Context: an optimization exercise on an open-source flow, tuned for small area, a short achievable clock period and few clock cycles. The choices shown serve that exercise and are no tape-out recipe.
Where RTL was checked, it was by simulation tests only, not by an equivalence proof against the original.
Power figures rest on the tool's default switching activity, not on a simulated workload.

==> flow/design.v <==
package sha2_pkg;
  localparam int REG_W   = 64;
  localparam int REG_CNT = 8;
  localparam int DEC_W   = 3;
  localparam int BLK_W   = REG_W * REG_CNT;
  localparam logic [63:0] SHA2_PAD_WORD = 64'h8000_0000_0000_0000;
  typedef enum logic [1:0] {
    IDLE = 2'd0,
    CHK  = 2'd1,
    SEND = 2'd2
  } state_t;
endpackage
module sha2_pad_chk #(
  parameter int reg_w   = sha2_pkg::REG_W,
  parameter int reg_cnt = sha2_pkg::REG_CNT,
  parameter int dec_w   = sha2_pkg::DEC_W
) (
  input  logic [reg_cnt*reg_w-1:0]  blk,
  input  logic [reg_w-dec_w-7:0]    bcnt,
  output logic                      ok,
  output logic [dec_w-1:0]          p
);
  localparam int LW = $clog2(reg_w);
  localparam int NW = reg_cnt - 1;
  logic [reg_w-1:0] len;
  logic [NW-1:0]    z, t;       
  logic             pad_ok;
  always_comb begin
    len = blk[(reg_cnt-1)*reg_w +: reg_w];
    p   = len[LW +: dec_w];
    for (int i = 0; i < NW; i++) begin
      z[i] = (blk[i*reg_w +: reg_w-1] == '0);
      t[i] = blk[i*reg_w + reg_w-1];
    end
    pad_ok = (p != dec_w'(NW));
    for (int i = 0; i < NW; i++)
      if (!(p > dec_w'(i)) && !(z[i] && (t[i] == (p == dec_w'(i))))) pad_ok = 1'b0;
    ok = pad_ok && (len[LW-1:0] == '0) && (len[reg_w-1:LW+dec_w] == bcnt);
  end
endmodule
module sha2_blk_unpack #(
  parameter int reg_w   = sha2_pkg::REG_W,
  parameter int reg_cnt = sha2_pkg::REG_CNT,
  parameter int dec_w   = sha2_pkg::DEC_W
) (
  input  logic                     clk,
  input  logic                     rst,
  input  logic [reg_cnt*reg_w-1:0] blk,
  input  logic                     blk_vld,
  input  logic                     blk_last,
  output logic                     blk_rdy,
  output logic [reg_w-1:0]         pkt,
  output logic                     pkt_vld,
  input  logic                     pkt_rdy,
  output logic [dec_w-1:0]         idx,
  output logic                     msg_done,
  output logic                     len_err
);
  localparam int CW = reg_w - dec_w - 6;    
  logic [(reg_cnt-1)*reg_w-1:0] buf_q;      
  logic                         ld, ld_n;   
  logic                         ld_d;
  logic [dec_w-1:0]             lst;        
  logic                         fin;        
  logic [CW-1:0]                bcnt;       
  logic [CW-1:0]                bc_t;       
  logic                         pend, pend_err;
  logic                         ra_q, rb_q, rb_ok;    
  logic                         chk_ok;
  logic [dec_w-1:0]             chk_p;
  logic                         take, acc, imm, ra, rb;
  logic [reg_cnt-1:0]           sel;        
  sha2_pad_chk #(.reg_w(reg_w), .reg_cnt(reg_cnt), .dec_w(dec_w)) u_chk (
    .blk  (blk),
    .bcnt (bcnt),
    .ok   (chk_ok),
    .p    (chk_p)
  );
  assign blk_rdy = !rst && pkt_rdy && ld;
  assign acc     = blk_vld && blk_rdy;
  assign take    = pkt_vld && pkt_rdy;
  assign imm     = blk_last && !(chk_ok && chk_p != '0);    
  assign ra      = take && ld && fin;                       
  assign rb      = acc && imm;                              
  always_comb begin
    for (int k = 0; k < reg_cnt; k++) sel[k] = (idx == dec_w'(k-1));
    bc_t[0] = 1'b1;
    for (int i = 1; i < CW; i++) bc_t[i] = bc_t[i-1] & bcnt[i-1];
  end
  logic [reg_w-1:0] pkt_d;
  logic             s_hold, s_blk;
  logic [reg_cnt-1:1] s_buf;
  always_comb begin
    s_hold = !pkt_rdy;
    s_blk  = pkt_rdy && ld;
    for (int k = 1; k < reg_cnt; k++) s_buf[k] = pkt_rdy && !ld && sel[k];
    pkt_d = ({reg_w{s_hold}} & pkt) | ({reg_w{s_blk}} & blk[0 +: reg_w]);
    for (int k = 1; k < reg_cnt; k++)
      pkt_d = pkt_d | ({reg_w{s_buf[k]}} & buf_q[(k-1)*reg_w +: reg_w]);
  end
  always_comb begin
    if (rst) ld_d = 1'b1;
    else if (acc) ld_d = blk_last && chk_p <= dec_w'(1);    
    else if (take && !ld) ld_d = idx == lst - dec_w'(1);
    else ld_d = ld || !pkt_vld;
  end
  always_ff @(posedge clk) begin
    pkt <= pkt_d;
    for (int k = 1; k < reg_cnt; k++)
      buf_q[(k-1)*reg_w +: reg_w] <= (({reg_w{ld}} & blk[k*reg_w +: reg_w]) |
                                      ({reg_w{ld_n}} & buf_q[(k-1)*reg_w +: reg_w]));
    ld   <= ld_d;
    ld_n <= !ld_d;
    if (acc) begin
      idx <= '0;
      lst <= blk_last ? chk_p - dec_w'(1) : dec_w'(reg_cnt-1);
      fin <= blk_last;
    end else if (take && !ld) begin
      idx <= idx + 1'b1;
    end
    if (rst) begin
      pkt_vld  <= 1'b0;
      msg_done <= 1'b0;
      len_err  <= 1'b0;
      pend     <= 1'b0;
      pend_err <= 1'b0;
      ra_q     <= 1'b0;
      rb_q     <= 1'b0;
      rb_ok    <= 1'b0;
      bcnt     <= '0;
    end else begin
      if (acc) pkt_vld <= !imm;
      else if (take && ld) pkt_vld <= 1'b0;
      bcnt <= (acc && blk_last) ? '0 : bcnt ^ (bc_t & {CW{acc}});
      ra_q     <= ra;
      rb_q     <= rb;
      rb_ok    <= chk_ok;
      msg_done <= pend ? !pend_err : (ra_q || (rb_q && rb_ok));
      len_err  <= pend ? pend_err  : (!ra_q && rb_q && !rb_ok);
      pend     <= rb_q && (pend || ra_q);
      pend_err <= !rb_ok;
    end
  end
endmodule
clock: 6.0 ns
lec_check: 0
cap_margin: 20
core_margin: 2
core_utilization: 50
place_density: 0.65
setup_slack_margin: 3.1
slew_margin: 20
standard.sh (not shown) runs the stock make flow with config.mk's settings and CLKGATE_MAP_FILE= SYNTH_SCRIPT=/design/flow/synth_recipe.tcl, a recipe that flattens the netlist after the stock synthesis.
==> flow/flow/run.sh <==
#!/bin/bash
# The standard layout, with the port buffers made of the smallest buffer cell instead of
# the flow's default delay buffer, and a clock tree of smaller buffers without dummy loads.
# Each tool's output goes to its own log in the work folder.
set -euo pipefail
export BUFFER_PORTS_ARGS="-buffer_cell sky130_fd_sc_hd__buf_1"
export CTS_ARGS="-sink_clustering_enable -repair_clock_nets -dont_use_dummy_load -buf_list {sky130_fd_sc_hd__clkbuf_4 sky130_fd_sc_hd__clkbuf_8}"
bash standard.sh finish > standard_make.log 2>&1
The first run finished clean.
Change:
--- a/flow/design.v
+++ b/flow/design.v
@@ -23,19 +23,26 @@
   localparam int LW = $clog2(reg_w);
   localparam int NW = reg_cnt - 1;
   logic [reg_w-1:0] len;
   logic [NW-1:0]    z, t;       
+  logic [NW:0]      sz, st;     
   logic             pad_ok;
   always_comb begin
     len = blk[(reg_cnt-1)*reg_w +: reg_w];
     p   = len[LW +: dec_w];
     for (int i = 0; i < NW; i++) begin
       z[i] = (blk[i*reg_w +: reg_w-1] == '0);
       t[i] = blk[i*reg_w + reg_w-1];
     end
-    pad_ok = (p != dec_w'(NW));
+    sz[NW] = 1'b1;
+    st[NW] = 1'b1;
+    for (int i = NW-1; i >= 0; i--) begin
+      sz[i] = sz[i+1] & z[i];
+      st[i] = st[i+1] & !t[i];
+    end
+    pad_ok = 1'b0;
     for (int i = 0; i < NW; i++)
-      if (!(p > dec_w'(i)) && !(z[i] && (t[i] == (p == dec_w'(i))))) pad_ok = 1'b0;
+      if (p == dec_w'(i)) pad_ok = sz[i] & t[i] & st[i+1];
     ok = pad_ok && (len[LW-1:0] == '0) && (len[reg_w-1:LW+dec_w] == bcnt);
   end
 endmodule
 module sha2_blk_unpack #(
@@ -64,9 +71,8 @@
   logic                         fin;        
   logic [CW-1:0]                bcnt;       
   logic [CW-1:0]                bc_t;       
   logic                         pend, pend_err;
-  logic                         ra_q, rb_q, rb_ok;    
   logic                         chk_ok;
   logic [dec_w-1:0]             chk_p;
   logic                         take, acc, imm, ra, rb;
   logic [reg_cnt-1:0]           sel;        
@@ -99,11 +105,11 @@
       pkt_d = pkt_d | ({reg_w{s_buf[k]}} & buf_q[(k-1)*reg_w +: reg_w]);
   end
   always_comb begin
     if (rst) ld_d = 1'b1;
-    else if (acc) ld_d = blk_last && chk_p <= dec_w'(1);    
+    else if (acc) ld_d = blk_last && (imm || chk_p == dec_w'(1));
     else if (take && !ld) ld_d = idx == lst - dec_w'(1);
-    else ld_d = ld || !pkt_vld;
+    else ld_d = ld;
   end
   always_ff @(posedge clk) begin
     pkt <= pkt_d;
     for (int k = 1; k < reg_cnt; k++)
@@ -123,22 +129,16 @@
       msg_done <= 1'b0;
       len_err  <= 1'b0;
       pend     <= 1'b0;
       pend_err <= 1'b0;
-      ra_q     <= 1'b0;
-      rb_q     <= 1'b0;
-      rb_ok    <= 1'b0;
       bcnt     <= '0;
     end else begin
       if (acc) pkt_vld <= !imm;
       else if (take && ld) pkt_vld <= 1'b0;
       bcnt <= (acc && blk_last) ? '0 : bcnt ^ (bc_t & {CW{acc}});
-      ra_q     <= ra;
-      rb_q     <= rb;
-      rb_ok    <= chk_ok;
-      msg_done <= pend ? !pend_err : (ra_q || (rb_q && rb_ok));
-      len_err  <= pend ? pend_err  : (!ra_q && rb_q && !rb_ok);
-      pend     <= rb_q && (pend || ra_q);
-      pend_err <= !rb_ok;
+      msg_done <= pend ? !pend_err : (ra || (rb && chk_ok));
+      len_err  <= pend ? pend_err  : (!ra && rb && !chk_ok);
+      pend     <= rb && (pend || ra);
+      pend_err <= !chk_ok;
     end
   end
 endmodule
Outcome:
- The changed run completed with no timing, DRC or antenna violations
- cell area falls by about 0.32%
- routed wire length falls by about 2%
- setup slack improves by 150 ps
- synthesized cell count barely changes
- register-to-register slack improves by 30 ps
- non-clock buffer count falls by 5
- via count falls by about 0.5%
- synthesized area hardly moves
- maximum frequency rises by 5.3%
- hold slack improves by 29 ps
- sequential share of layout area is about the same
- cell count hardly moves
- first-iteration DRC count falls by 3.4%
No functional check of the RTL was part of any run of this note.

========
Another version of the RTL of sha2_blk_unpack (not shown whole).
Size in the first run: about 2100 cells after synthesis, about 590 flip-flops, ~590 I/O pins, roughly 22000 um2 of cells after synthesis.
==> module sha2_blk_unpack, before the edit <==
module sha2_blk_unpack #(
  parameter int reg_w   = sha2_pkg::REG_W,
  parameter int reg_cnt = sha2_pkg::REG_CNT,
  parameter int dec_w   = sha2_pkg::DEC_W
) (
  input  logic                     clk,
  input  logic                     rst,
  input  logic [reg_cnt*reg_w-1:0] blk,
  input  logic                     blk_vld,
  input  logic                     blk_last,
  output logic                     blk_rdy,
  output logic [reg_w-1:0]         pkt,
  output logic                     pkt_vld,
  input  logic                     pkt_rdy,
  output logic [dec_w-1:0]         idx,
  output logic                     msg_done,
  output logic                     len_err
);
  localparam int CW = reg_w - dec_w - 6;    
  logic [(reg_cnt-1)*reg_w-1:0] buf_q;      
  logic                         ld, ld_n;   
  logic                         ld_d;
  logic [dec_w-1:0]             lst;        
  logic                         fin;        
  logic [CW-1:0]                bcnt;       
  logic [CW-1:0]                bc_t;       
  logic                         rb_q, rb_ok;    
  logic                         chk_ok;
  logic [dec_w-1:0]             chk_p;
  logic                         take, acc, imm, ra, rb;
  sha2_pad_chk #(.reg_w(reg_w), .reg_cnt(reg_cnt), .dec_w(dec_w)) u_chk (
    .blk  (blk),
    .bcnt (bcnt),
    .ok   (chk_ok),
    .p    (chk_p)
  );
  assign blk_rdy = !rst && pkt_rdy && ld;
  assign acc     = blk_vld && blk_rdy;
  assign take    = pkt_vld && pkt_rdy;
  assign imm     = blk_last && !(chk_ok && chk_p != '0);    
  assign ra      = take && ld && fin;                       
  assign rb      = acc && imm;                              
  logic [reg_cnt-1:1] nx, nx_d;              
  always_ff @(posedge clk) nx <= nx_d;
  always_comb begin
    bc_t[0] = 1'b1;
    for (int i = 1; i < CW; i++) bc_t[i] = bc_t[i-1] & bcnt[i-1];
  end
  logic [reg_w-1:0] pkt_d;
  logic             s_hold, s_blk;
  logic [reg_cnt-1:1] s_buf;
  always_comb begin
    s_hold = !pkt_rdy;
    s_blk  = pkt_rdy && ld;
    for (int k = 1; k < reg_cnt; k++) s_buf[k] = pkt_rdy && nx[k];
    pkt_d = ({reg_w{s_hold}} & pkt) | ({reg_w{s_blk}} & blk[0 +: reg_w]);
    for (int k = 1; k < reg_cnt; k++)
      pkt_d = pkt_d | ({reg_w{s_buf[k]}} & buf_q[(k-1)*reg_w +: reg_w]);
  end
  always_comb begin
    if (rst) ld_d = 1'b1;
    else if (acc) ld_d = blk_last && chk_p <= dec_w'(1);    
    else if (take && !ld) ld_d = idx == lst - dec_w'(1);
    else ld_d = ld || !pkt_vld;
  end
  logic [dec_w-1:0] idx_d;
  always_comb begin
    idx_d = idx;
    if (acc) idx_d = '0;
    else if (take && !ld) idx_d = idx + 1'b1;
    for (int k = 1; k < reg_cnt; k++) nx_d[k] = !ld_d && idx_d == dec_w'(k-1);
  end
  always_ff @(posedge clk) begin
    pkt <= pkt_d;
    for (int k = 1; k < reg_cnt; k++)
      buf_q[(k-1)*reg_w +: reg_w] <= (({reg_w{ld}} & blk[k*reg_w +: reg_w]) |
                                      ({reg_w{ld_n}} & buf_q[(k-1)*reg_w +: reg_w]));
    ld   <= ld_d;
    ld_n <= !ld_d;
    rb_ok <= chk_ok;
    if (acc) begin
      idx <= '0;
      lst <= blk_last ? chk_p - dec_w'(1) : dec_w'(reg_cnt-1);
      fin <= blk_last;
    end else if (take && !ld) begin
      idx <= idx + 1'b1;
    end
    if (rst) begin
      pkt_vld  <= 1'b0;
      msg_done <= 1'b0;
      len_err  <= 1'b0;
      rb_q     <= 1'b0;
      bcnt     <= '0;
    end else begin
      if (acc) pkt_vld <= !imm;
      else if (take && ld) pkt_vld <= 1'b0;
      bcnt <= (acc && blk_last) ? '0 : bcnt ^ (bc_t & {CW{acc}});
      rb_q     <= rb;
      msg_done <= ra || (rb_q && rb_ok);
      len_err  <= rb_q && !rb_ok;
    end
  end
endmodule
Settings: LEC_CHECK=0, CAP_MARGIN=20, CORE_MARGIN=2, CORE_UTILIZATION=50, PLACE_DENSITY=0.65, SETUP_SLACK_MARGIN=3.3, SLEW_MARGIN=20; clock period 6.0 ns.
==> flow/flow/run.sh <==
#!/bin/bash
# The standard layout with three changes to how it is made:
#  - the port buffers are the smallest buffer cell instead of the flow's default delay buffer;
#  - the clock tree uses smaller buffers in larger clusters, without dummy loads;
#  - the pins of the one input-to-output path (rst, pkt_rdy -> blk_rdy) are placed side by side.
# Each tool's output goes to its own log in the work folder.
set -euo pipefail
export BUFFER_PORTS_ARGS="-buffer_cell sky130_fd_sc_hd__buf_1"
export CTS_ARGS="-sink_clustering_enable -repair_clock_nets -dont_use_dummy_load -buf_list {sky130_fd_sc_hd__clkbuf_4 sky130_fd_sc_hd__clkbuf_8} -sink_clustering_size 16 -sink_clustering_max_diameter 60"
export PRE_IO_PLACEMENT_TCL="$(pwd)/flow/io_pins.tcl"
bash standard.sh finish > standard_make.log 2>&1
==> flow/flow/io_pins.tcl <==
# Keep the pins of the combinational path rst/pkt_rdy -> blk_rdy next to each other.
set_io_pin_constraint -group -order -pin_names {pkt_rdy rst blk_rdy}
Testbench counts at the start, summed over its fixed seeds: cycles 5,521.
Edit:
--- a/flow/design.v
+++ b/flow/design.v
@@ -65,5 +65,7 @@
   logic [CW-1:0]                bcnt;       
   logic [CW-1:0]                bc_t;       
-  logic                         rb_q, rb_ok;    
+  logic                         pend, pend_err;
+  logic                         ra_q, rb_q, rb_ok;    
+  logic                         vq, okq;    
   logic                         chk_ok;
   logic [dec_w-1:0]             chk_p;
@@ -76,4 +78,5 @@
   );
   assign blk_rdy = !rst && pkt_rdy && ld;
+  assign pkt_vld = vq && okq;
   assign acc     = blk_vld && blk_rdy;
   assign take    = pkt_vld && pkt_rdy;
@@ -118,4 +121,5 @@
     ld   <= ld_d;
     ld_n <= !ld_d;
+    if (acc) okq <= !blk_last || chk_ok;
     rb_ok <= chk_ok;
     if (acc) begin
@@ -127,16 +131,22 @@
     end
     if (rst) begin
-      pkt_vld  <= 1'b0;
+      vq       <= 1'b0;
       msg_done <= 1'b0;
       len_err  <= 1'b0;
+      pend     <= 1'b0;
+      pend_err <= 1'b0;
+      ra_q     <= 1'b0;
       rb_q     <= 1'b0;
       bcnt     <= '0;
     end else begin
-      if (acc) pkt_vld <= !imm;
-      else if (take && ld) pkt_vld <= 1'b0;
+      if (acc) vq <= !(blk_last && chk_p == '0);
+      else if (take && ld) vq <= 1'b0;
       bcnt <= (acc && blk_last) ? '0 : bcnt ^ (bc_t & {CW{acc}});
+      ra_q     <= ra;
       rb_q     <= rb;
-      msg_done <= ra || (rb_q && rb_ok);
-      len_err  <= rb_q && !rb_ok;
+      msg_done <= pend ? !pend_err : (ra_q || (rb_q && rb_ok));
+      len_err  <= pend ? pend_err  : (!ra_q && rb_q && !rb_ok);
+      pend     <= rb_q && (pend || ra_q);
+      pend_err <= !rb_ok;
     end
   end
=> Via count rose slightly. Area after synthesis rises slightly. Combinational power climbs by a few percent. Global-route usage went up by 0.54 points. Non-clock buffer count came out lower by 6. Setup slack loses 85 ps. Power went up slightly. Final cell count goes up slightly. Synthesized cell count grows slightly. Cell area climbs by a few percent. Routed wire length increases by a few percent. First-iteration DRC count is higher by roughly a tenth. Sequential share of layout area shrinks by 0.69 points.
For the second run of this note, only the layout was checked, not whether the RTL still works.

[what the ideal ports hide]
No port has a modelled driver above. Below, the same layouts with a new extraction and two added sets of constraints. Step 1 (the two cells are an assumption about what drives the block):
set clk [get_ports {clk}]
set_driving_cell -lib_cell sky130_fd_sc_hd__clkbuf_16 $clk
set_driving_cell -lib_cell sky130_fd_sc_hd__buf_2 [delete_from_list [all_inputs] $clk]
Step 2, shift: input delay + t, output delay - t, t = (earliest + latest rising clock arrival at the registers) / 2. This alone moves slack from input paths to output paths. Slacks: ideal / step 1 / step 2; pairs: ideal / step 1.
run	shift t [ns]	slack for setup (ns)	worst setup path at the end	slew at the worst register clock pin (ns)
the first run of note 1	0.730	2.948 / 2.834 / 2.255	input to register	0.07 / 0.07
the second run of note 1	0.722	3.102 / 2.827 / 2.230	input to register	0.07 / 0.07
the first run of note 2	0.720	3.171 / 3.162 / 2.443	input to register	0.11 / 0.11
the second run of note 2	0.720	3.086 / 3.123 / 2.404	input to register	0.11 / 0.11
After both steps every run listed still meets setup and hold. For the second run of note 1, which loses most, drivers alone change the setup slack by -0.275 ns; drivers and shift together by -0.872 ns.
